Source: an optimization exercise on an open RTL-to-GDS flow (aim: a short achievable clock period and few clock cycles per item). Production flows keep margins and buffers that such runs may drop. Function was checked by simulation only, so behaviour that the tests miss may differ from the original.

$ cat flow/config.mk
export PLATFORM = sky130hd
export DESIGN_NAME = iir_filter_transposed_df2
export DESIGN_NICKNAME = iir_filter_transposed_df2
export VERILOG_FILES = /design/flow/design.v
export SDC_FILE = /design/flow/constraint.sdc
export NUM_CORES = 4
export LEC_CHECK = 0
export CAP_MARGIN = 20
export CORE_MARGIN = 2
export CORE_UTILIZATION = 40
export PLACE_DENSITY = 0.6
export SETUP_SLACK_MARGIN = 3
export SLEW_MARGIN = 20
$ cat flow/run.sh
#!/bin/bash
# synth_recipe.tcl (not shown) runs the flow's synth.tcl, then flattens the netlist and writes it again
# the make line also repeats each setting of config.mk as NAME=value (left out here)
make -C /OpenROAD-flow-scripts/flow DESIGN_CONFIG=/design/flow/config.mk WORK_HOME=/design/flow/orfs CLKGATE_MAP_FILE= SYNTH_SCRIPT=/design/flow/synth_recipe.tcl finish
$ cat flow/constraint.sdc
create_clock -name core_clock -period 9.0 [get_ports {clk_i}]
set_input_delay 1.8000 -clock core_clock [delete_from_list [all_inputs] [get_ports {clk_i}]]
set_output_delay 1.8000 -clock core_clock [all_outputs]
set_load 0.01 [all_outputs]
$ cat flow/design.v
package iirt_pkg;
  localparam int unsigned NCOEF = 7;
  typedef logic signed [15:0] sample_t;
  typedef logic signed [17:0] coef_t;
  typedef logic signed [21:0] mult_t;    
  typedef logic [17*22-1:0]   mtab_t;    
  typedef logic signed [41:0] acc_t;
  typedef logic signed [39:0] dly_t;
  localparam coef_t B0_RESET = 18'sd16384;
  localparam dly_t  DW_MAX   = {1'b0, {39{1'b1}}};
  localparam dly_t  DW_MIN   = {1'b1, {39{1'b0}}};
  localparam acc_t  RND_HALF = 42'sd8192;
  typedef enum logic [2:0] {
    REG_B0,
    REG_B1,
    REG_B2,
    REG_B3,
    REG_A1,
    REG_A2,
    REG_A3
  } reg_idx_e;
  function automatic mult_t pick17(input mtab_t m, input logic [4:0] w);
    case (w)
      5'd0: pick17 = m[176 +: 22];
      5'd1: pick17 = m[198 +: 22];
      5'd2: pick17 = m[198 +: 22];
      5'd3: pick17 = m[220 +: 22];
      5'd4: pick17 = m[220 +: 22];
      5'd5: pick17 = m[242 +: 22];
      5'd6: pick17 = m[242 +: 22];
      5'd7: pick17 = m[264 +: 22];
      5'd8: pick17 = m[264 +: 22];
      5'd9: pick17 = m[286 +: 22];
      5'd10: pick17 = m[286 +: 22];
      5'd11: pick17 = m[308 +: 22];
      5'd12: pick17 = m[308 +: 22];
      5'd13: pick17 = m[330 +: 22];
      5'd14: pick17 = m[330 +: 22];
      5'd15: pick17 = m[352 +: 22];
      5'd16: pick17 = m[0 +: 22];
      5'd17: pick17 = m[22 +: 22];
      5'd18: pick17 = m[22 +: 22];
      5'd19: pick17 = m[44 +: 22];
      5'd20: pick17 = m[44 +: 22];
      5'd21: pick17 = m[66 +: 22];
      5'd22: pick17 = m[66 +: 22];
      5'd23: pick17 = m[88 +: 22];
      5'd24: pick17 = m[88 +: 22];
      5'd25: pick17 = m[110 +: 22];
      5'd26: pick17 = m[110 +: 22];
      5'd27: pick17 = m[132 +: 22];
      5'd28: pick17 = m[132 +: 22];
      5'd29: pick17 = m[154 +: 22];
      5'd30: pick17 = m[154 +: 22];
      5'd31: pick17 = m[176 +: 22];
      default: pick17 = '0;
    endcase
  endfunction
  function automatic mult_t tab(input mtab_t m, input int d);
    tab = m[22*(d+8) +: 22];
  endfunction
  function automatic logic [83:0] csa(input acc_t a, input acc_t b, input acc_t c);
    acc_t s, k;
    s = a ^ b ^ c;
    k = ((a & b) | (a & c) | (b & c)) << 1;
    csa = {k, s};
  endfunction
  function automatic acc_t ks_add(input acc_t a, input acc_t b);
    logic [41:0] g, p;
    g = a & b;
    p = a ^ b;
    for (int d = 1; d < 42; d = d * 2) begin
      for (int i = 41; i >= d; i--) begin
        g[i] = g[i] | (p[i] & g[i-d]);
        p[i] = p[i] & p[i-d];
      end
    end
    ks_add = a ^ b ^ {g[40:0], 1'b0};
  endfunction
  function automatic acc_t add6(input acc_t a, input acc_t b, input acc_t c,
                                input acc_t d, input acc_t e, input acc_t f);
    logic [83:0] l1a, l1b, l2, l3;
    l1a = csa(a, b, c);
    l1b = csa(d, e, f);
    l2  = csa(l1a[41:0], l1a[83:42], l1b[41:0]);
    l3  = csa(l2[41:0], l2[83:42], l1b[83:42]);
    add6 = ks_add(l3[41:0], l3[83:42]);
  endfunction
  function automatic logic ovf40(input acc_t v);
    ovf40 = !(v[41:39] == 3'b000 || v[41:39] == 3'b111);
  endfunction
  function automatic logic ovf16(input acc_t v);
    ovf16 = !(v[41:29] == '0 || v[41:29] == '1);
  endfunction
  function automatic acc_t sat40(input acc_t v, input logic ovf);
    if (!ovf) begin
      sat40 = v;
    end else if (v[41]) begin
      sat40 = acc_t'(DW_MIN);
    end else begin
      sat40 = acc_t'(DW_MAX);
    end
  endfunction
endpackage
module iirt_seq #(
  parameter int unsigned DEPTH = 8
) (
  input  logic              clk_i,
  input  logic              rst_ni,
  input  logic              s_tvalid_i,
  output logic              s_tready_o,
  output logic              accept_o,
  output logic              m_tvalid_o,
  input  logic              m_tready_i,
  output iirt_pkg::sample_t m_tdata_o,
  input  logic              y_valid_i,
  input  iirt_pkg::sample_t y_i
);
  localparam int unsigned PW = $clog2(DEPTH);
  iirt_pkg::sample_t mem_q [DEPTH];
  logic [PW-1:0]     wr_q, rd_q;
  logic [PW:0]       fcnt_q, fcnt_d;    
  logic [PW:0]       icnt_q, icnt_d;    
  logic              rdy_q, vld_q;
  logic              pop;
  assign accept_o = s_tvalid_i && rdy_q;
  assign pop      = vld_q && m_tready_i;
  assign fcnt_d   = fcnt_q + (PW+1)'(y_valid_i) - (PW+1)'(pop);
  assign icnt_d   = icnt_q + (PW+1)'(accept_o) - (PW+1)'(pop);
  always_ff @(posedge clk_i or negedge rst_ni) begin
    if (!rst_ni) begin
      wr_q   <= '0;
      rd_q   <= '0;
      fcnt_q <= '0;
      icnt_q <= '0;
      rdy_q  <= 1'b0;
      vld_q  <= 1'b0;
    end else begin
      if (y_valid_i) begin
        wr_q <= wr_q + 1'b1;
      end
      if (pop) begin
        rd_q <= rd_q + 1'b1;
      end
      fcnt_q <= fcnt_d;
      icnt_q <= icnt_d;
      rdy_q  <= (icnt_d < (PW+1)'(DEPTH));
      vld_q  <= (fcnt_d != '0);
    end
  end
  always_ff @(posedge clk_i or negedge rst_ni) begin
    if (!rst_ni) begin
      for (int i = 0; i < DEPTH; i++) begin
        mem_q[i] <= '0;
      end
    end else if (y_valid_i) begin
      mem_q[wr_q] <= y_i;
    end
  end
  assign s_tready_o = rdy_q;
  assign m_tvalid_o = vld_q;
  assign m_tdata_o  = mem_q[rd_q];
endmodule
module iirt_datapath (
  input  logic              clk_i,
  input  logic              rst_ni,
  input  logic              accept_i,
  input  iirt_pkg::sample_t x_i,
  input  logic              cfg_we_i,
  input  logic [2:0]        cfg_idx_i,
  input  iirt_pkg::coef_t   cfg_data_i,
  output logic              y_valid_o,
  output iirt_pkg::sample_t y_o
);
  localparam int unsigned NB = 4;     
  localparam int unsigned NA = 3;     
  iirt_pkg::coef_t   coef_q [iirt_pkg::NCOEF];
  logic              v1_q, v2_q, v3_q, v4_q, v5_q;
  iirt_pkg::sample_t x1_q;
  iirt_pkg::sample_t x2_q;
  iirt_pkg::acc_t    hs3_q, hc3_q, g3_q, r3_q, e3_q;
  iirt_pkg::acc_t    hg4_q, g4_q, r4_q, e4_q;
  iirt_pkg::sample_t yr_q;            
  logic              yo_q, ys_q;      
  iirt_pkg::acc_t    w1_q, w2_q, rp_q, ep_q;
  logic              w1o_q, w2o_q, epo_q;
  iirt_pkg::sample_t yc;              
  iirt_pkg::acc_t    hsum;
  iirt_pkg::acc_t    gsum, rsum, esum, hgsum;
  iirt_pkg::acc_t    sum_y, sum_w1, sum_w2;
  always_ff @(posedge clk_i or negedge rst_ni) begin
    if (!rst_ni) begin
      for (int i = 0; i < iirt_pkg::NCOEF; i++) begin
        coef_q[i] <= (i == int'(iirt_pkg::REG_B0)) ? iirt_pkg::B0_RESET : '0;
      end
    end else if (cfg_we_i && (cfg_idx_i < 3'(iirt_pkg::NCOEF))) begin
      coef_q[cfg_idx_i] <= cfg_data_i;
    end
  end
  always_comb begin
    yc = !yo_q ? yr_q : (ys_q ? 16'sh8000 : 16'sh7fff);
  end
  always_ff @(posedge clk_i or negedge rst_ni) begin
    if (!rst_ni) begin
      v1_q <= 1'b0;
      x1_q <= '0;
      v2_q <= 1'b0;
      x2_q <= '0;
    end else begin
      v1_q <= accept_i;
      if (accept_i) begin
        x1_q <= x_i;
      end
      v2_q <= v1_q;
      if (v1_q) begin
        x2_q <= x1_q;
      end
    end
  end
  always_comb begin
    hsum = iirt_pkg::acc_t'(coef_q[iirt_pkg::REG_B0]) * iirt_pkg::acc_t'(x2_q);
    gsum = iirt_pkg::acc_t'(coef_q[iirt_pkg::REG_B1]) * iirt_pkg::acc_t'(x2_q);
    rsum = iirt_pkg::acc_t'(coef_q[iirt_pkg::REG_B2]) * iirt_pkg::acc_t'(x2_q);
    esum = iirt_pkg::acc_t'(coef_q[iirt_pkg::REG_B3]) * iirt_pkg::acc_t'(x2_q);
  end
  always_ff @(posedge clk_i or negedge rst_ni) begin
    if (!rst_ni) begin
      v3_q  <= 1'b0;
      hs3_q <= '0;
      hc3_q <= '0;
      g3_q  <= '0;
      r3_q  <= '0;
      e3_q  <= '0;
    end else begin
      v3_q <= v2_q;
      if (v2_q) begin
        hs3_q <= hsum;
        hc3_q <= iirt_pkg::RND_HALF;
        g3_q  <= gsum;
        r3_q  <= rsum;
        e3_q  <= esum;
      end
    end
  end
  always_comb begin
    hgsum = (v3_q ? hs3_q + hc3_q : '0) + (v4_q ? g4_q : '0);
  end
  always_ff @(posedge clk_i or negedge rst_ni) begin
    if (!rst_ni) begin
      v4_q  <= 1'b0;
      hg4_q <= '0;
      g4_q  <= '0;
      r4_q  <= '0;
      e4_q  <= '0;
    end else begin
      v4_q  <= v3_q;
      hg4_q <= hgsum;
      if (v3_q) begin
        g4_q <= g3_q;
        r4_q <= r3_q;
        e4_q <= e3_q;
      end
    end
  end
  always_comb begin
    sum_y  = hg4_q + iirt_pkg::sat40(w1_q, w1o_q)
           - iirt_pkg::acc_t'(coef_q[iirt_pkg::REG_A1]) * iirt_pkg::acc_t'(yc);
    sum_w1 = rp_q + iirt_pkg::sat40(w2_q, w2o_q)
           - iirt_pkg::acc_t'(coef_q[iirt_pkg::REG_A2]) * iirt_pkg::acc_t'(yc);
    sum_w2 = iirt_pkg::sat40(ep_q, epo_q)
           - iirt_pkg::acc_t'(coef_q[iirt_pkg::REG_A3]) * iirt_pkg::acc_t'(yc);
  end
  always_ff @(posedge clk_i or negedge rst_ni) begin
    if (!rst_ni) begin
      v5_q  <= 1'b0;
      yr_q  <= '0;
      yo_q  <= 1'b0;
      ys_q  <= 1'b0;
      w1_q  <= '0;
      w1o_q <= 1'b0;
      w2_q  <= '0;
      w2o_q <= 1'b0;
      rp_q  <= '0;
      ep_q  <= '0;
      epo_q <= 1'b0;
    end else begin
      v5_q <= v4_q;
      if (v4_q) begin
        yr_q  <= sum_y[29:14];
        yo_q  <= iirt_pkg::ovf16(sum_y);
        ys_q  <= sum_y[41];
        w1_q  <= sum_w1;
        w1o_q <= iirt_pkg::ovf40(sum_w1);
        w2_q  <= sum_w2;
        w2o_q <= iirt_pkg::ovf40(sum_w2);
        rp_q  <= r4_q;
        ep_q  <= e4_q;
        epo_q <= 1'b0;
      end else begin
        yr_q  <= '0;
        yo_q  <= 1'b0;
        ys_q  <= 1'b0;
        w1_q  <= sum_y;
        w1o_q <= iirt_pkg::ovf40(sum_y);
        w2_q  <= sum_w1;
        w2o_q <= iirt_pkg::ovf40(sum_w1);
        rp_q  <= '0;
        ep_q  <= sum_w2;
        epo_q <= iirt_pkg::ovf40(sum_w2);
      end
    end
  end
  assign y_valid_o = v5_q;
  assign y_o       = !yo_q ? yr_q : (ys_q ? 16'sh8000 : 16'sh7fff);
endmodule
module iir_filter_transposed_df2
#(
  parameter int unsigned TAPS = 4
) (
  input  logic                clk_i,
  input  logic                rst_ni,
  input  logic                s_tvalid_i,
  output logic                s_tready_o,
  input  logic signed [15:0]  s_tdata_i,    
  output logic                m_tvalid_o,
  input  logic                m_tready_i,
  output logic signed [15:0]  m_tdata_o,    
  input  logic                cfg_we_i,
  input  logic [2:0]          cfg_idx_i,
  input  logic signed [17:0]  cfg_data_i
);
  logic              accept;
  logic              y_valid;
  iirt_pkg::sample_t y;
  iirt_seq u_seq (
    .clk_i      (clk_i),
    .rst_ni     (rst_ni),
    .s_tvalid_i (s_tvalid_i),
    .s_tready_o (s_tready_o),
    .accept_o   (accept),
    .m_tvalid_o (m_tvalid_o),
    .m_tready_i (m_tready_i),
    .m_tdata_o  (m_tdata_o),
    .y_valid_i  (y_valid),
    .y_i        (y)
  );
  iirt_datapath u_datapath (
    .clk_i      (clk_i),
    .rst_ni     (rst_ni),
    .accept_i   (accept),
    .x_i        (s_tdata_i),
    .cfg_we_i   (cfg_we_i),
    .cfg_idx_i  (cfg_idx_i),
    .cfg_data_i (cfg_data_i),
    .y_valid_o  (y_valid),
    .y_o        (y)
  );
endmodule
==> results.yml, run 1 <==
outcome:
  outcome: "complete, but fails checks"
  violations: "negative setup slack"
cts:
  clk_pin_slew_ps: 60
  cts.path.max_buffers: 3
  hold_buffers: 0
  cts-htree-levels: 3
  clock_latency_ps: 760
  cts_buffers: 95
  cts_tree: "built"
  cts_sinks: 769
  cts-root-buf: "clkbuf_16"
sta:
  worstMarginPinSlew_ps: 974
  slew_violations: 0
  setup_slack_ps: -1090
  rsz0062_at_grt: "yes"
  max_slew_margin_pct: 35.1
  setup_viol: 55
  fin_skew_ps: 45.0
  finalCritPeriodShare_pct: 112
  finalHoldViolations: 0
  fmax_ghz: 0.0991
  fin_crit_ps: 10090
  hold_ws_ps: 472
route:
  drc: 0
  vias: 84600
  wire_per_inst_um: 19.9
  ant_nets: 0
  wl_met2_um: 155000
  wl_um: 334000
  dr.first_iter.drc_count: 5643
  met3_wirelength_um: 20100
  via_per_inst: 5.03
  wl_met1_um: 150000
  firstDrtPassIters: 8
  top_layer_used: "met5"
worst_setup_path:
  cp_common_cell: "fa_1"
  cp_slowest_cell: "fa_1"
  end_kind: "flip-flop"
  critPathKind: "reg2reg"
  crit_required_ps: 9640
  crit_arrival_ps: 10730
  path_delay_family: "adder cells"
  critPathBufInv: 10
  cpPeakStageDelay_ps: 560
  startpoint: "u_datapath.yo_q$_DFF_PN0_"
  worst_setup_path_start_kind: "flip-flop"
  critPathMaxFanout: 7
  r2r_start: "u_datapath.yo_q$_DFF_PN0_"
placed_design:
  place_congestion: 0.959
  port-buffer-count: 59
  place_area_um2: 128000
  dp_hpwl_um: 269000
cells_and_area:
  seqCellArea_um2: 19300
  design_area_um2: 134000
  multiInputGateArea_um2: 87000
  fillCellCount: 27500
  drive_gt1_share_pct: 15.8
  nNetsFinal: 15900
  syn_to_final_growth_pct: 15.1
logic_synthesis:
  syn_area_per_cell_um2: 9.50
  yosys_warnings: 4
  ys_seq_area_share_pct: 16.6
  synth_edf_count: 0
  synth_area_um2: 116000
  synth_area_leaders: "fa_1, dfrtp_1, ha_1, inv_1, and2_1"
  synth_most_common_cell: "inv_1"
  ys_ff_latch: 769
  yosys-top-cells-count: "inv_1, fa_1, nand2_1"
  synthArstFlopShare_pct: 100
  synth_fp_nets: 15200
  yosysTopAreaCellShare_pct: 36.5
  netlist-cell-type-count: 98
  ys.flop_type: "dfrtp_1"
  synthCells: 12200
  yosysTopAreaCell: "fa_1"
die:
  die_h_um: 543
  pin_count: 60
  start_util_pct: 40.2
  core_area_um2: 288000
  die-width_um: 543
  die_area_um2: 294000
  row_count: 197
worst_hold_path:
  holdCritPathClass: "reg2reg"
  min-delay-start: "u_datapath.e4_q[8]$_DFFE_PN0P_"
grt:
  overflow: 0
  grt_start_max_net_pins: 167
  grt_pass1_wl_um: 532000
  antenna_found_initial: 29
  track_usage_pct: 23.3
  grt_pass1_vias: 90200
flow_run:
  cap_violations: 0
metrics by stage:
step / worst slack (ps) / setup TNS (ps) / util, % / cells
floorplan: -833 / -3380 / - / 12200
global placement: -1480 / -42700 / 44.3 / 16600
detailed placement: -1570 / -46450 / 44.3 / 16600
finish: -1090 / -20430 / 46.3 / 16800
global route: -1590 / -44530 / 46.3 / 16800
CTS: -1050 / -19520 / 45.9 / 16800
state kept, by name, summed over array words and instances (netlist names), 16 cells and up:
register	cells
u_datapath.w2_q	42
u_datapath.yr_q	16
u_datapath.e3_q	34
u_datapath.g4_q	34
u_datapath.g3_q	34
u_seq.mem_q	128
u_datapath.hs3_q	34
u_datapath.r4_q	34
u_datapath.ep_q	42
u_datapath.x1_q	16
u_datapath.e4_q	34
u_datapath.r3_q	34
u_datapath.w1_q	42
u_datapath.hg4_q	42
u_datapath.x2_q	16
u_datapath.rp_q	34
u_datapath.coef_q	126
cell families after synthesis:
family                   count (synthesis)  share of synthesized area (%)
flip-flops                             769                           16.6
AND/OR/NAND/NOR                       3114                           12.9
AO/OA/AOI/OAI                         1464                           7.97
buffers and inverters                 3082                           9.97
multiplexers                           448                           4.28
XOR/XNOR                               430                           3.25
adder cells (fa/ha/maj)               2906                           45.0
cell type report:
| class | instances | share of cell area (%) |
|---|---|---|
| multi-input cells | 8362 | 65.1 |
| flip-flops and latches | 769 | 14.4 |
| inverters | 2545 | 7.15 |
| repair buffers | 1165 | 7.03 |
| well taps | 3781 | 3.54 |
| clock buffers | 122 | 1.97 |
| clock inverters | 58 | 0.742 |
| diodes | 15 | 0.0281 |
timing repair:
action,4_1_cts,5_1_grt
gates resized for setup,177,184
pin swaps,53,84
setup endpoints to repair,216,225
setup buffers,39,20
gates cloned,1,2
cell usage in the layout (no fill, tap or decap), types with 38 or more instances in the layout:
| cell | netlist | layout |
|---|---|---|
| a21oi_1 | 455 | 393 |
| clkbuf_16 | 0 | 98 |
| xnor2_1 | 311 | 276 |
| or2_2 | 41 | 40 |
| ha_1 | 790 | 758 |
| o21a_1 | 60 | 60 |
| o21ai_0 | 394 | 345 |
| nor3_1 | 44 | 40 |
| fa_1 | 2116 | 2110 |
| dfrtp_1 | 768 | 749 |
| inv_1 | 2542 | 2529 |
| nand2_1 | 1473 | 1465 |
| o21ai_1 | 11 | 46 |
| buf_4 | 1 | 1037 |
| nand2b_1 | 111 | 109 |
| and3_1 | 48 | 45 |
| a21oi_2 | 3 | 59 |
| xor2_1 | 118 | 107 |
| and2_1 | 897 | 892 |
| nand3_1 | 77 | 71 |
| a21o_1 | 203 | 188 |
| mux2i_1 | 58 | 55 |
| clkdlybuf4s50_1 | 0 | 52 |
| buf_6 | 0 | 38 |
| mux2_2 | 390 | 390 |
| nor2_1 | 284 | 270 |
| o21bai_1 | 48 | 47 |
worst paths after layout:
kind | endpoint | slack [ps] | depth (start not counted)
max | u_datapath.yo_q$_DFF_PN0_ | -1090 | 42
max reg2reg | u_datapath.yo_q$_DFF_PN0_ | -1090 | 42
min | u_datapath.ep_q[8]$_DFF_PN0_ | 470 | 2
max in group asynchronous | u_datapath.x2_q[7]$_DFFE_PN0P_ | 5980 | 3
min reg2reg | u_datapath.ep_q[8]$_DFF_PN0_ | 470 | 2
min in group asynchronous | u_seq.mem_q[2][1]$_DFFE_PN0P_ | 980 | 1
routing by layer:
layer,vias up,global-route usage [%]
met5,-,0
met4,2,6.00
met3,388,3.57
met2,2188,37.9
met1,43200,32.5
li1,38800,-
worst min-delay path: cells and delay by family (launching register included):
kind	cells	cell delay, ps
simple gates	1	50
flops	1	340
compound gates	1	60
Testbench counts, summed over its fixed seeds: cycles 8,192, items 8,000.
==> run 2: changes to the inputs <==
--- a/flow/design.v
+++ b/flow/design.v
@@ -198,4 +198,7 @@
     end
   end
+  function automatic logic signed [33:0] prod(input iirt_pkg::coef_t c, input iirt_pkg::sample_t v);
+    prod = c * v;
+  endfunction
   always_comb begin
     yc = !yo_q ? yr_q : (ys_q ? 16'sh8000 : 16'sh7fff);
@@ -219,8 +222,8 @@
   end
   always_comb begin
-    hsum = iirt_pkg::acc_t'(coef_q[iirt_pkg::REG_B0]) * iirt_pkg::acc_t'(x2_q);
-    gsum = iirt_pkg::acc_t'(coef_q[iirt_pkg::REG_B1]) * iirt_pkg::acc_t'(x2_q);
-    rsum = iirt_pkg::acc_t'(coef_q[iirt_pkg::REG_B2]) * iirt_pkg::acc_t'(x2_q);
-    esum = iirt_pkg::acc_t'(coef_q[iirt_pkg::REG_B3]) * iirt_pkg::acc_t'(x2_q);
+    hsum = iirt_pkg::acc_t'(prod(coef_q[iirt_pkg::REG_B0], x2_q));
+    gsum = iirt_pkg::acc_t'(prod(coef_q[iirt_pkg::REG_B1], x2_q));
+    rsum = iirt_pkg::acc_t'(prod(coef_q[iirt_pkg::REG_B2], x2_q));
+    esum = iirt_pkg::acc_t'(prod(coef_q[iirt_pkg::REG_B3], x2_q));
   end
   always_ff @(posedge clk_i or negedge rst_ni) begin
@@ -265,9 +268,9 @@
   always_comb begin
     sum_y  = hg4_q + iirt_pkg::sat40(w1_q, w1o_q)
-           - iirt_pkg::acc_t'(coef_q[iirt_pkg::REG_A1]) * iirt_pkg::acc_t'(yc);
+           - iirt_pkg::acc_t'(prod(coef_q[iirt_pkg::REG_A1], yc));
     sum_w1 = rp_q + iirt_pkg::sat40(w2_q, w2o_q)
-           - iirt_pkg::acc_t'(coef_q[iirt_pkg::REG_A2]) * iirt_pkg::acc_t'(yc);
+           - iirt_pkg::acc_t'(prod(coef_q[iirt_pkg::REG_A2], yc));
     sum_w2 = iirt_pkg::sat40(ep_q, epo_q)
-           - iirt_pkg::acc_t'(coef_q[iirt_pkg::REG_A3]) * iirt_pkg::acc_t'(yc);
+           - iirt_pkg::acc_t'(prod(coef_q[iirt_pkg::REG_A3], yc));
   end
   always_ff @(posedge clk_i or negedge rst_ni) begin
==> results.yml, run 2 <==
outcome:
  outcome: "finished clean"
sta:
  fin_skew_ps: 78.8
  fmax_ghz: 0.129
  fin_tns_setup_ps: 0
  slew_violations: 0
  finalCritPeriodShare_pct: 86.0
  worstMarginPinSlew_ps: 1340
  fin_crit_ps: 7740
  rsz0062_at_grt: "yes"
  setup_viol: 0
  finalHoldViolations: 0
  max_slew_margin_pct: 10.5
route:
  wire_per_inst_um: 21.6
  drc: 0
  met3_wirelength_um: 25900
  firstDrtPassIters: 6
  dr.first_iter.drc_count: 5910
  wl_um: 351000
  vias: 83800
  via_per_inst: 5.15
  ant_nets: 0
  wl_met2_um: 162000
  wl_met1_um: 150000
  top_layer_used: "met5"
cts:
  cts-htree-levels: 3
  cts_tree: "built"
  cts_buffers: 92
  cts-root-buf: "clkbuf_16"
  clk_pin_slew_ps: 70
  clock_latency_ps: 780
  cts.path.max_buffers: 3
  cts_sinks: 769
logic_synthesis:
  yosysTopAreaCell: "fa_1"
  synth_edf_count: 0
  ys_seq_area_share_pct: 16.4
  synth_most_common_cell: "inv_1"
  ys.flop_type: "dfrtp_1"
  syn_area_per_cell_um2: 9.89
  yosysTopAreaCellShare_pct: 40.4
  yosys_warnings: 4
  synth_area_um2: 117000
  synthArstFlopShare_pct: 100
  synth_area_leaders: "fa_1, dfrtp_1, inv_1, ha_1, and2_1"
  netlist-cell-type-count: 99
  ys_ff_latch: 769
  synthCells: 11900
  synth_fp_nets: 15000
  yosys-top-cells-count: "inv_1, fa_1, nand2_1"
die:
  start_util_pct: 40.2
  pin_count: 60
  core_area_um2: 291000
  die_h_um: 545
  die-width_um: 545
  die_area_um2: 297000
  row_count: 198
worst_setup_path:
  r2r_start: "u_datapath.yo_q$_DFF_PN0_"
  rr_worst_depth: 28
  rrSetupSlack_ps: 1260
  cpPeakStageDelay_ps: 600
  reg2reg_to: "u_datapath.yo_q$_DFF_PN0_"
  cp_slowest_cell: "fa_1"
  critPathMaxFanout: 8
  cp_common_cell: "fa_1"
  end_kind: "flip-flop"
  crit_required_ps: 9610
  crit_arrival_ps: 8360
  critPathKind: "reg2reg"
  worst_setup_path_start_kind: "flip-flop"
flow_run:
  cap_violations: 0
placed_design:
  place_area_um2: 123000
  port-buffer-count: 59
  dp_hpwl_um: 251000
  dp.cells: 15400
  place_congestion: 0.890
grt:
  grt_start_max_net_pins: 148
  overflow: 0
  grt_pass1_vias: 89600
  grt_pass1_wl_um: 542000
  track_usage_pct: 23.6
  antenna_found_initial: 31
worst_hold_path:
  holdPathEnd: "u_datapath.rp_q[32]$_DFF_PN0_"
  whs_path_depth: 1
  holdCritPathClass: "reg2reg"
  min-delay-start: "u_datapath.r4_q[32]$_DFFE_PN0P_"
cells_and_area:
  largest_reg_flops: 128
  finalNonFillerCells: 16200
  final_util_pct: 47.8
  design_area_um2: 139000
  reg_top3: "u_seq.mem_q: 128 flops, u_datapath.coef_q: 126 flops"
  final_common_cell: "inv_1"
  drive_gt1_share_pct: 20.3
  largest-register: "u_seq.mem_q"
  final_cell_mix: "inv_1, fa_1, nand2_1, and2_1, dfrtp_1"
  syn_to_final_growth_pct: 18.9
  nNetsFinal: 15400
==> run 2: cell types whose count changed after synthesis, moves of 74 or more <==
cell | before | now
fa_1 | 2116 | 2366
a21oi_1 | 455 | 302
inv_1 | 2542 | 2442
ha_1 | 790 | 711
and2_1 | 897 | 971
nand2_1 | 1473 | 1399
==> run 2: timing repair <==
item                                    4_1_cts  5_1_grt
resized for setup                           840      731
buffers inserted                            368      208
pin swaps                                   403      561
endpoints found under the setup margin      210      207
cloned                                       33        7
hold buffers                                  0        0
==> run 2: how the worst max path moves through the flow <==
stage                                   start  slack (ps)                         end
finish              u_datapath.yo_q$_DFF_PN0_        1260   u_datapath.yo_q$_DFF_PN0_
CTS                 u_datapath.yo_q$_DFF_PN0_        1430   u_datapath.yo_q$_DFF_PN0_
detailed placement  u_datapath.yo_q$_DFF_PN0_         530  u_datapath.w2o_q$_DFF_PN0_
floorplan           u_datapath.yo_q$_DFF_PN0_        1860   u_datapath.yo_q$_DFF_PN0_
global route        u_datapath.yo_q$_DFF_PN0_        1020   u_datapath.yo_q$_DFF_PN0_
global placement    u_datapath.yo_q$_DFF_PN0_         520  u_datapath.w2o_q$_DFF_PN0_
==> run 2: metal layers <==
| layer | global-route usage [%] | up-vias |
|---|---|---|
| met5 | 0 | - |
| met4 | 7.98 | 4 |
| met3 | 3.30 | 583 |
| met2 | 37.9 | 2675 |
| met1 | 32.8 | 43700 |
| li1 | - | 36800 |
==> run 2: per-stage QoR <==
| step | setup WS (ps) | hold slack, ps |
|---|---|---|
| floorplan | 1860 | 352 |
| global placement | 518 | 457 |
| detailed placement | 527 | 463 |
| CTS | 1430 | 479 |
| global route | 1020 | 497 |
| finish | 1260 | 476 |
==> run 2: logic make-up (layout without fill, tap and decap cells) <==
| kind of cell | Yosys count | in the layout | synth area share (%) |
|---|---|---|---|
| and+or+nand+nor | 3051 | 3054 | 12.6 |
| other | 0 | 17 | 0 |
| xor gates and xnor gates | 345 | 345 | 2.58 |
| DFF | 769 | 769 | 16.4 |
| muxes | 454 | 454 | 4.32 |
| adders and majority gates | 3079 | 3079 | 48.0 |
| buffers and inverters | 2966 | 3437 | 9.53 |
| AOI/OAI and AO/OA | 1188 | 1193 | 6.54 |
==> run 2: layout make-up <==
| type | instances | area, um2 |
|---|---|---|
| antenna | 17 | 42.5 |
| timing repair buffer | 821 | 9120 |
| sequential | 769 | 19400 |
| inverter | 2444 | 9210 |
| fill | 26600 | 152000 |
| tap | 3900 | 4880 |
| multi-input combinational | 8125 | 93600 |
| clock buffer | 125 | 2540 |
| clock inverter | 47 | 601 |
==> run 2: critical path: cells and delay by family (launching register included) <==
kind / cells / cell delay (ps)
buffers and inverters: 7 / 760
DFF: 1 / 430
and+or+nand+nor: 8 / 1830
adders and majority gates: 7 / 3310
AOI/OAI and AO/OA: 6 / 1250
Testbench counts of run 2, summed over its fixed seeds: cycles 8,192, items 8,000.
==> run 3: changes to the inputs <==
--- a/flow/config.mk
+++ b/flow/config.mk
@@ -8,6 +8,6 @@
 export CAP_MARGIN = 20
 export CORE_MARGIN = 2
-export CORE_UTILIZATION = 40
-export PLACE_DENSITY = 0.6
-export SETUP_SLACK_MARGIN = 3
+export CORE_UTILIZATION = 35
+export PLACE_DENSITY = 0.45
+export SETUP_SLACK_MARGIN = 5
 export SLEW_MARGIN = 20
==> results.yml, run 3 <==
die:
  pin_count: 60
  die_h_um: 583
  start_util_pct: 35.2
  row_count: 212
  die-width_um: 583
  core_area_um2: 333000
  die_area_um2: 340000
logic_synthesis:
  synthArstFlopShare_pct: 100
  synth_most_common_cell: "inv_1"
  netlist-cell-type-count: 99
  yosysTopAreaCell: "fa_1"
  synth_area_leaders: "fa_1, dfrtp_1, inv_1, ha_1, and2_1"
  ys.flop_type: "dfrtp_1"
  yosys-top-cells-count: "inv_1, fa_1, nand2_1"
  synthCells: 11900
  ys_ff_latch: 769
  ys_seq_area_share_pct: 16.4
  synth_fp_nets: 15000
  yosysTopAreaCellShare_pct: 40.4
  yosys_warnings: 4
  syn_area_per_cell_um2: 9.89
  synth_edf_count: 0
  synth_area_um2: 117000
sta:
  fin_crit_ps: 7650
  worstMarginPinSlew_ps: 1260
  rsz0062_at_grt: "yes"
  fmax_ghz: 0.131
  setup_viol: 0
  max_slew_margin_pct: 15.4
  finalCritPeriodShare_pct: 85.0
  finalHoldViolations: 0
  slew_violations: 0
  fin_skew_ps: 99.4
  setup_slack_ps: 1350
cells_and_area:
  reg_top3: "u_seq.mem_q: 128 flops, u_datapath.coef_q: 126 flops"
  syn_to_final_growth_pct: 22.6
  largest_reg_flops: 128
  drive_gt1_share_pct: 22.9
  final_cell_mix: "inv_1, fa_1, nand2_1, and2_1, dfrtp_1"
  final_common_cell: "inv_1"
  nNetsFinal: 15500
  largest-register: "u_seq.mem_q"
  finalNonFillerCells: 16900
cts:
  hold_buffers: 0
  cts_sinks: 769
  cts-htree-levels: 3
  cts.path.max_buffers: 4
  cts_tree: "built"
  clk_pin_slew_ps: 60
  cts-root-buf: "clkbuf_16"
  clock_latency_ps: 870
  cts_buffers: 106
worst_setup_path:
  reg2reg_to: "u_datapath.w2_q[34]$_DFF_PN0_"
  worst_setup_path_start_kind: "flip-flop"
  crit_arrival_ps: 8390
  rr_worst_depth: 28
  end_kind: "flip-flop"
  critPathKind: "reg2reg"
  critPathMaxFanout: 8
  cpPeakStageDelay_ps: 550
  rrSetupSlack_ps: 1350
  cp_slowest_cell: "fa_1"
  r2r_start: "u_datapath.yo_q$_DFF_PN0_"
  cp_common_cell: "fa_1"
  crit_required_ps: 9730
flow_run:
  cap_violations: 0
route:
  wire_per_inst_um: 23.8
  wl_um: 401000
  via_per_inst: 4.99
  ant_nets: 0
  dr.first_iter.drc_count: 5380
  firstDrtPassIters: 8
  drc: 0
  vias: 84100
outcome:
  outcome: "finished clean"
worst_hold_path:
  min-delay-start: "u_datapath.e4_q[11]$_DFFE_PN0P_"
  whs_path_depth: 2
  holdCritPathClass: "reg2reg"
  holdPathEnd: "u_datapath.ep_q[11]$_DFF_PN0_"
placed_design:
  pre_cts_slack_ps: -212
  dp_hpwl_um: 287000
  dp.cells: 15900
  port-buffer-count: 59
  place_congestion: 0.875
grt:
  track_usage_pct: 22.2
  overflow: 0
  antenna_found_initial: 48
  grt_pass1_wl_um: 571000
  grt_start_max_net_pins: 177
  grt_pass1_vias: 90100
==> run 3: changes by cell type in the layout (fill, tap and decap cells not counted), sizes merged, moves of 4 or more <==
cell and change:
clkdlybuf4s50 -26, buf +88, bufinv +4, clkinv -5
clkbuf +43, diode +12, bufbuf -6
==> run 3: layout make-up <==
cell class | instances | area, um2
Antenna cell | 29 | 72.6
Clock buffer | 135 | 2910
Clock inverter | 52 | 647
Fill cell | 31800 | 190000
Inverter | 2444 | 9230
Multi-Input combinational cell | 8125 | 95600
Sequential cell | 769 | 19400
Tap cell | 4387 | 5490
Timing Repair Buffer | 913 | 10200
==> run 3: logic make-up (layout without fill, tap and decap cells) <==
family | count (synthesis) | after routing | synth area share (%)
AOI/OAI and AO/OA | 1188 | 1190 | 6.54
xor gates and xnor gates | 345 | 345 | 2.58
adders and majority gates | 3079 | 3079 | 48.0
buffers and inverters | 2966 | 3544 | 9.53
DFF | 769 | 769 | 16.4
muxes | 454 | 454 | 4.32
other | 0 | 29 | 0
and+or+nand+nor | 3051 | 3057 | 12.6
==> run 3: worst max path at each step <==
stage | slack [ps] | to | cells past startpoint | start
2_1_floorplan | 1860 | u_datapath.yo_q$_DFF_PN0_ | 30 | u_datapath.yo_q$_DFF_PN0_
3_3_place_gp | -60 | u_datapath.w1_q[38]$_DFF_PN0_ | 26 | u_datapath.yo_q$_DFF_PN0_
3_5_place_dp | -210 | u_datapath.w1_q[38]$_DFF_PN0_ | 26 | u_datapath.yo_q$_DFF_PN0_
4_1_cts | 1460 | u_datapath.w2o_q$_DFF_PN0_ | 27 | u_datapath.ys_q$_DFF_PN0_
5_1_grt | 1180 | u_datapath.yo_q$_DFF_PN0_ | 30 | u_datapath.yo_q$_DFF_PN0_
6_report | 1350 | u_datapath.w2_q[34]$_DFF_PN0_ | 28 | u_datapath.yo_q$_DFF_PN0_
==> run 3: what timing repair did <==
| action | CTS | global route |
|---|---|---|
| gates cloned | 12 | 38 |
| gates resized for setup | 225 | 1511 |
| endpoints found under the setup margin | 293 | 295 |
| setup buffers | 137 | 501 |
| pin swaps | 88 | 631 |
==> run 3: through the flow <==
| stage | area (um2) | setup TNS [ps] | util [%] | hold slack (ps) |
|---|---|---|---|---|
| finish | 144000 | 0 | 43.1 | 455 |
| global route | 144000 | 0 | 43.1 | 475 |
| CTS | 131000 | 0 | 39.3 | 464 |
| detailed placement | 125000 | -309 | 37.5 | 459 |
| global placement | 125000 | -55.7 | 37.5 | 456 |
| floorplan | 120000 | 0 | - | 352 |
==> run 3: critical path, delay by kind of cell, from the launching register on <==
kind	cells	cell delay, ps
AOI/OAI and AO/OA	6	1240
xor gates and xnor gates	1	120
adders and majority gates	7	3270
muxes	1	270
and+or+nand+nor	4	1090
buffers and inverters	9	1030
DFF	1	440
==> run 3: layer usage <==
metal / part of all wire [%] / vias to the layer above / wire length (um) / GRT usage (%)
li1: - / 37000 / - / -
met5: 0.014 / - / 57 / 0
met2: 47 / 2055 / 187000 / 36.6
met4: 3.5 / 8 / 14000 / 4.87
met3: 5.7 / 518 / 22700 / 2.90
met1: 44 / 44500 / 177000 / 31.1

-- port drivers added, routing unchanged --
The results above use ideal ports. As a check the final layouts listed here were re-extracted and re-timed, cells and wires unchanged. Step 1 sets driving cells, clkbuf_16 on the clock port and buf_2 on the other inputs (assumed; they add their load-dependent delay and slew). Step 2 also shifts input and output timing later by t, the mid clock arrival at the registers, as if the neighbouring blocks saw the same clock. Slacks: ideal / step 1 / step 2; pairs: ideal / step 1.
run	t (ns)	slack for setup (ns)	clock arrival spread, ns
run 1	0.845	-1.093 / -1.093 / -1.093	0.054 / 0.053
run 2	0.837	1.256 / 1.256 / 1.256	0.079 / 0.079
run 3	0.917	1.346 / 1.346 / 1.346	0.100 / 0.100
